Source: an optimization exercise on an open RTL-to-GDS flow (aim: small area). Production flows keep margins and buffers that such runs may drop.
Where RTL was checked, it was by simulation tests only, not by an equivalence proof against the original.
No activity file was given, so power comes from the tool's default toggle rates.

==> harbor: inputs <==
## vsn_sparam_coef_loader
module vsn_sparam_coef_loader #(
    parameter int NPORTS     = vsn_sparam_pkg::NPORTS_DEFAULT,
    parameter int COEF_WIDTH = vsn_sparam_pkg::COEF_WIDTH_DEFAULT,
    parameter int RAMP_LOG2  = 4
) (
    input  logic                                 clk,
    input  logic                                 resetn,
    input  logic                                 wr_valid,
    output logic                                 wr_ready,
    input  logic [1:0]                           wr_row,
    input  logic [1:0]                           wr_col,
    input  logic [COEF_WIDTH-1:0]                wr_data,
    input  logic                                 commit_valid,
    output logic                                 commit_ready,
    input  logic                                 err_clear,
    output logic                                 err_addr,
    output logic                                 busy,
    output logic [NPORTS*NPORTS*COEF_WIDTH-1:0]  S_out
);
    localparam int NCOEF = NPORTS * NPORTS;
    logic                 busy_q;
    logic [RAMP_LOG2-1:0] cnt_q;
    logic                 err_q;
  ...
==> module vsn_coef_ramp, before the edit <==
module vsn_coef_ramp #(
    parameter int COEF_WIDTH = 16,
    parameter int RAMP_LOG2  = 4
) (
    input  logic                  clk,
    input  logic                  resetn,
    input  logic [COEF_WIDTH-1:0] target,
    input  logic                  load,
    input  logic                  keep,
    output logic [COEF_WIDTH-1:0] value
);
    localparam int ACCW = COEF_WIDTH + RAMP_LOG2;
    logic [COEF_WIDTH:0] delta_q;
    logic [COEF_WIDTH:0] delta_d;
    logic [ACCW-1:0]     acc_q;
    logic [ACCW-1:0]     acc_d;
    vsn_split_add #(.W(COEF_WIDTH + 1), .L(8)) u_sub (
        .a   ({target[COEF_WIDTH-1], target}),
        .b   (~{value[COEF_WIDTH-1], value}),
        .cin (1'b1),
        .sum (delta_d)
    );
    vsn_split_add #(.W(ACCW), .L(10)) u_acc (
        .a   (acc_q),
        .b   ({{(RAMP_LOG2-1){delta_q[COEF_WIDTH]}}, delta_q}),
        .cin (1'b0),
        .sum (acc_d)
    );
    always_ff @(posedge clk or negedge resetn) begin
        if (!resetn) begin
            delta_q <= '0;
        end else if (load) begin
            delta_q <= delta_d;
        end else if (!keep) begin
            delta_q <= '0;
        end
    end
    always_ff @(posedge clk or negedge resetn) begin
        if (!resetn) begin
            acc_q <= '0;
        end else begin
            acc_q <= acc_d;
        end
    end
    assign value = acc_q[RAMP_LOG2 +: COEF_WIDTH];
endmodule
==> module vsn_split_add, before the edit <==
module vsn_split_add #(
    parameter int W = 20,
    parameter int L = 10
) (
    input  logic [W-1:0] a,
    input  logic [W-1:0] b,
    input  logic         cin,
    output logic [W-1:0] sum
);
    localparam int H = W - L;
    logic [L:0]   c;
    logic [H:0]   ch;
    logic [H-1:0] s0;
    logic [H:0]   all1;
    assign c[0] = cin;
    for (genvar i = 0; i < L; i++) begin : g_lo
        assign sum[i] = a[i] ^ b[i] ^ c[i];
        assign c[i+1] = (a[i] & b[i]) | (c[i] & (a[i] ^ b[i]));
    end
    assign ch[0]   = 1'b0;
    assign all1[0] = 1'b1;
    for (genvar i = 0; i < H; i++) begin : g_hi
        assign s0[i]      = a[L+i] ^ b[L+i] ^ ch[i];
        assign ch[i+1]    = (a[L+i] & b[L+i]) | (ch[i] & (a[L+i] ^ b[L+i]));
        assign all1[i+1]  = all1[i] & s0[i];
        assign sum[L+i]   = s0[i] ^ (c[L] & all1[i]);
    end
endmodule
export LEC_CHECK = 0
export CAP_MARGIN = 20
export CORE_MARGIN = 2
export CORE_UTILIZATION = 40
export SLEW_MARGIN = 20
create_clock -name core_clock -period 5.0 [get_ports {clk}]
run.sh (not shown) runs the stock make flow with config.mk's settings and CLKGATE_MAP_FILE= SYNTH_SCRIPT=/design/flow/synth_recipe.tcl, a recipe that flattens the netlist after the stock synthesis.
==> inputs of xenon, as changes to harbor <==
--- a/flow/design.v
+++ b/flow/design.v
@@ -19,5 +19,5 @@
     logic [ACCW-1:0]     acc_q;
     logic [ACCW-1:0]     acc_d;
-    vsn_split_add #(.W(COEF_WIDTH + 1), .L(8)) u_sub (
+    vsn_split_add #(.W(COEF_WIDTH + 1), .B0(6), .B(6)) u_sub (
         .a   ({target[COEF_WIDTH-1], target}),
         .b   (~{value[COEF_WIDTH-1], value}),
@@ -25,5 +25,5 @@
         .sum (delta_d)
     );
-    vsn_split_add #(.W(ACCW), .L(10)) u_acc (
+    vsn_split_add #(.W(ACCW), .B0(10), .B(10)) u_acc (
         .a   (acc_q),
         .b   ({{(RAMP_LOG2-1){delta_q[COEF_WIDTH]}}, delta_q}),
@@ -50,6 +50,7 @@
 endmodule
 module vsn_split_add #(
-    parameter int W = 20,
-    parameter int L = 10
+    parameter int W  = 20,
+    parameter int B0 = 7,
+    parameter int B  = 7
 ) (
     input  logic [W-1:0] a,
@@ -58,21 +59,28 @@
     output logic [W-1:0] sum
 );
-    localparam int H = W - L;
-    logic [L:0]   c;
-    logic [H:0]   ch;
-    logic [H-1:0] s0;
-    logic [H:0]   all1;
+    localparam int NB = 1 + (W - B0 + B - 1) / B;
+    logic [NB:0] bc;
+    logic [B0:0] c;
     assign c[0] = cin;
-    for (genvar i = 0; i < L; i++) begin : g_lo
+    for (genvar i = 0; i < B0; i++) begin : g_lo
         assign sum[i] = a[i] ^ b[i] ^ c[i];
         assign c[i+1] = (a[i] & b[i]) | (c[i] & (a[i] ^ b[i]));
     end
-    assign ch[0]   = 1'b0;
-    assign all1[0] = 1'b1;
-    for (genvar i = 0; i < H; i++) begin : g_hi
-        assign s0[i]      = a[L+i] ^ b[L+i] ^ ch[i];
-        assign ch[i+1]    = (a[L+i] & b[L+i]) | (ch[i] & (a[L+i] ^ b[L+i]));
-        assign all1[i+1]  = all1[i] & s0[i];
-        assign sum[L+i]   = s0[i] ^ (c[L] & all1[i]);
+    assign bc[1] = c[B0];
+    for (genvar k = 1; k < NB; k++) begin : g_blk
+        localparam int LO = B0 + (k - 1) * B;
+        localparam int N  = (W - LO < B) ? (W - LO) : B;
+        logic [N:0]   ch;
+        logic [N-1:0] s0;
+        logic [N:0]   all1;
+        assign ch[0]   = 1'b0;
+        assign all1[0] = 1'b1;
+        for (genvar i = 0; i < N; i++) begin : g_bit
+            assign s0[i]       = a[LO+i] ^ b[LO+i] ^ ch[i];
+            assign ch[i+1]     = (a[LO+i] & b[LO+i]) | (ch[i] & (a[LO+i] ^ b[LO+i]));
+            assign all1[i+1]   = all1[i] & s0[i];
+            assign sum[LO+i]   = s0[i] ^ (bc[k] & all1[i]);
+        end
+        assign bc[k+1] = ch[N] | (all1[N] & bc[k]);
     end
 endmodule
==> flow/flow/run.sh (new file) <==
#!/bin/bash
# Own layout flow: the standard ORFS flow, with the port buffers that
# buffer_ports inserts on every input and output made the smallest buffer cell.
# The make output (all tools) goes to standard.log in the work folder; ORFS
# keeps each step's own log under orfs/logs/.
set -euo pipefail
export BUFFER_PORTS_ARGS="-buffer_cell sky130_fd_sc_hd__buf_1"
bash standard.sh > standard.log 2>&1
==> flow/standard.sh (new file) <==
#!/bin/bash
# synth_recipe.tcl (not shown) runs the flow's synth.tcl, then flattens the netlist and writes it again
# the make line also repeats each setting of config.mk as NAME=value (left out here)
make -C /OpenROAD-flow-scripts/flow DESIGN_CONFIG=/design/flow/config.mk WORK_HOME=/design/flow/orfs CLKGATE_MAP_FILE= SYNTH_SCRIPT=/design/flow/synth_recipe.tcl "${@:-finish}"
CTS_BUF_LIST = sky130_fd_sc_hd__clkbuf_8   (was default)
CTS_CLUSTER_DIAMETER = 60   (was default)
CTS_CLUSTER_SIZE = 16   (was default)
removed: flow/run.sh
==> comparison table <==
metric                                                             harbor                       xenon
Run status                                     complete, but fails checks    timing/DRC/antenna clean
Layout check failures                                        setup timing                           -
Number of non-clock buffers                                           391                         290
Clock group total power                                           4.07 mW                     2.74 mW
Internal power component                                          13.4 mW                     10.5 mW
Antenna violations before repair                                        0                           1
Setup repair bufs after CTS                                            20                           0
Die height                                                         265 um                      263 um
Starting Density                                                    40.5%                       40.5%
Critical register-to-register path endpoint  g_coef[8].u_ramp.delta_q[15]  g_coef[0].u_ramp.acc_q[18]
Sw power                                                          8.50 mW                     7.65 mW
Synthesis-to-layout area growth                                     21.9%                       9.92%
Maximum operating frequency                                     0.190 GHz                   0.206 GHz
Post-Synth Simple-Gate Area                                         7.47%                       10.9%
Final #Nets                                                         2,798                       2,927
Post-DP HPWL                                                    48,400 um                   45,000 um
TAP cells                                                             873                         864
No functional check of the RTL was part of harbor.

-- afterwards: timing with drivers on the ports --
The results above use ideal ports. As a check the final layouts listed here were re-extracted and re-timed, cells and wires unchanged. Step 1, drivers: a clkbuf_16 drives clk and a buf_2 each remaining input, both assumed. Step 2 adds t to the input delays and takes it off the output delays; t is the mean of the earliest and latest rising clock arrival at the registers after step 1. Input paths then give back, and output paths get back, about the clock's delay inside the block. Three values: no drivers, after step 1, after step 2; two values: the first two.
run	shift t [ns]	setup slack, ns	hold WS [ns]	worst register clock-pin slew, ns	worst data-port slew with drivers (ns)
harbor	0.651	-0.274 / -0.251 / -0.902	0.460 / 0.452 / 0.472	0.06 / 0.06	0.05
xenon	0.708	0.156 / 0.156 / -0.306	0.441 / 0.416 / 0.476	0.11 / 0.11	0.05
Met with ideal ports but missed after step 2: setup timing in xenon. The setup slack of harbor, which loses most, moves by +0.023 ns with the drivers and by -0.628 ns with both steps.
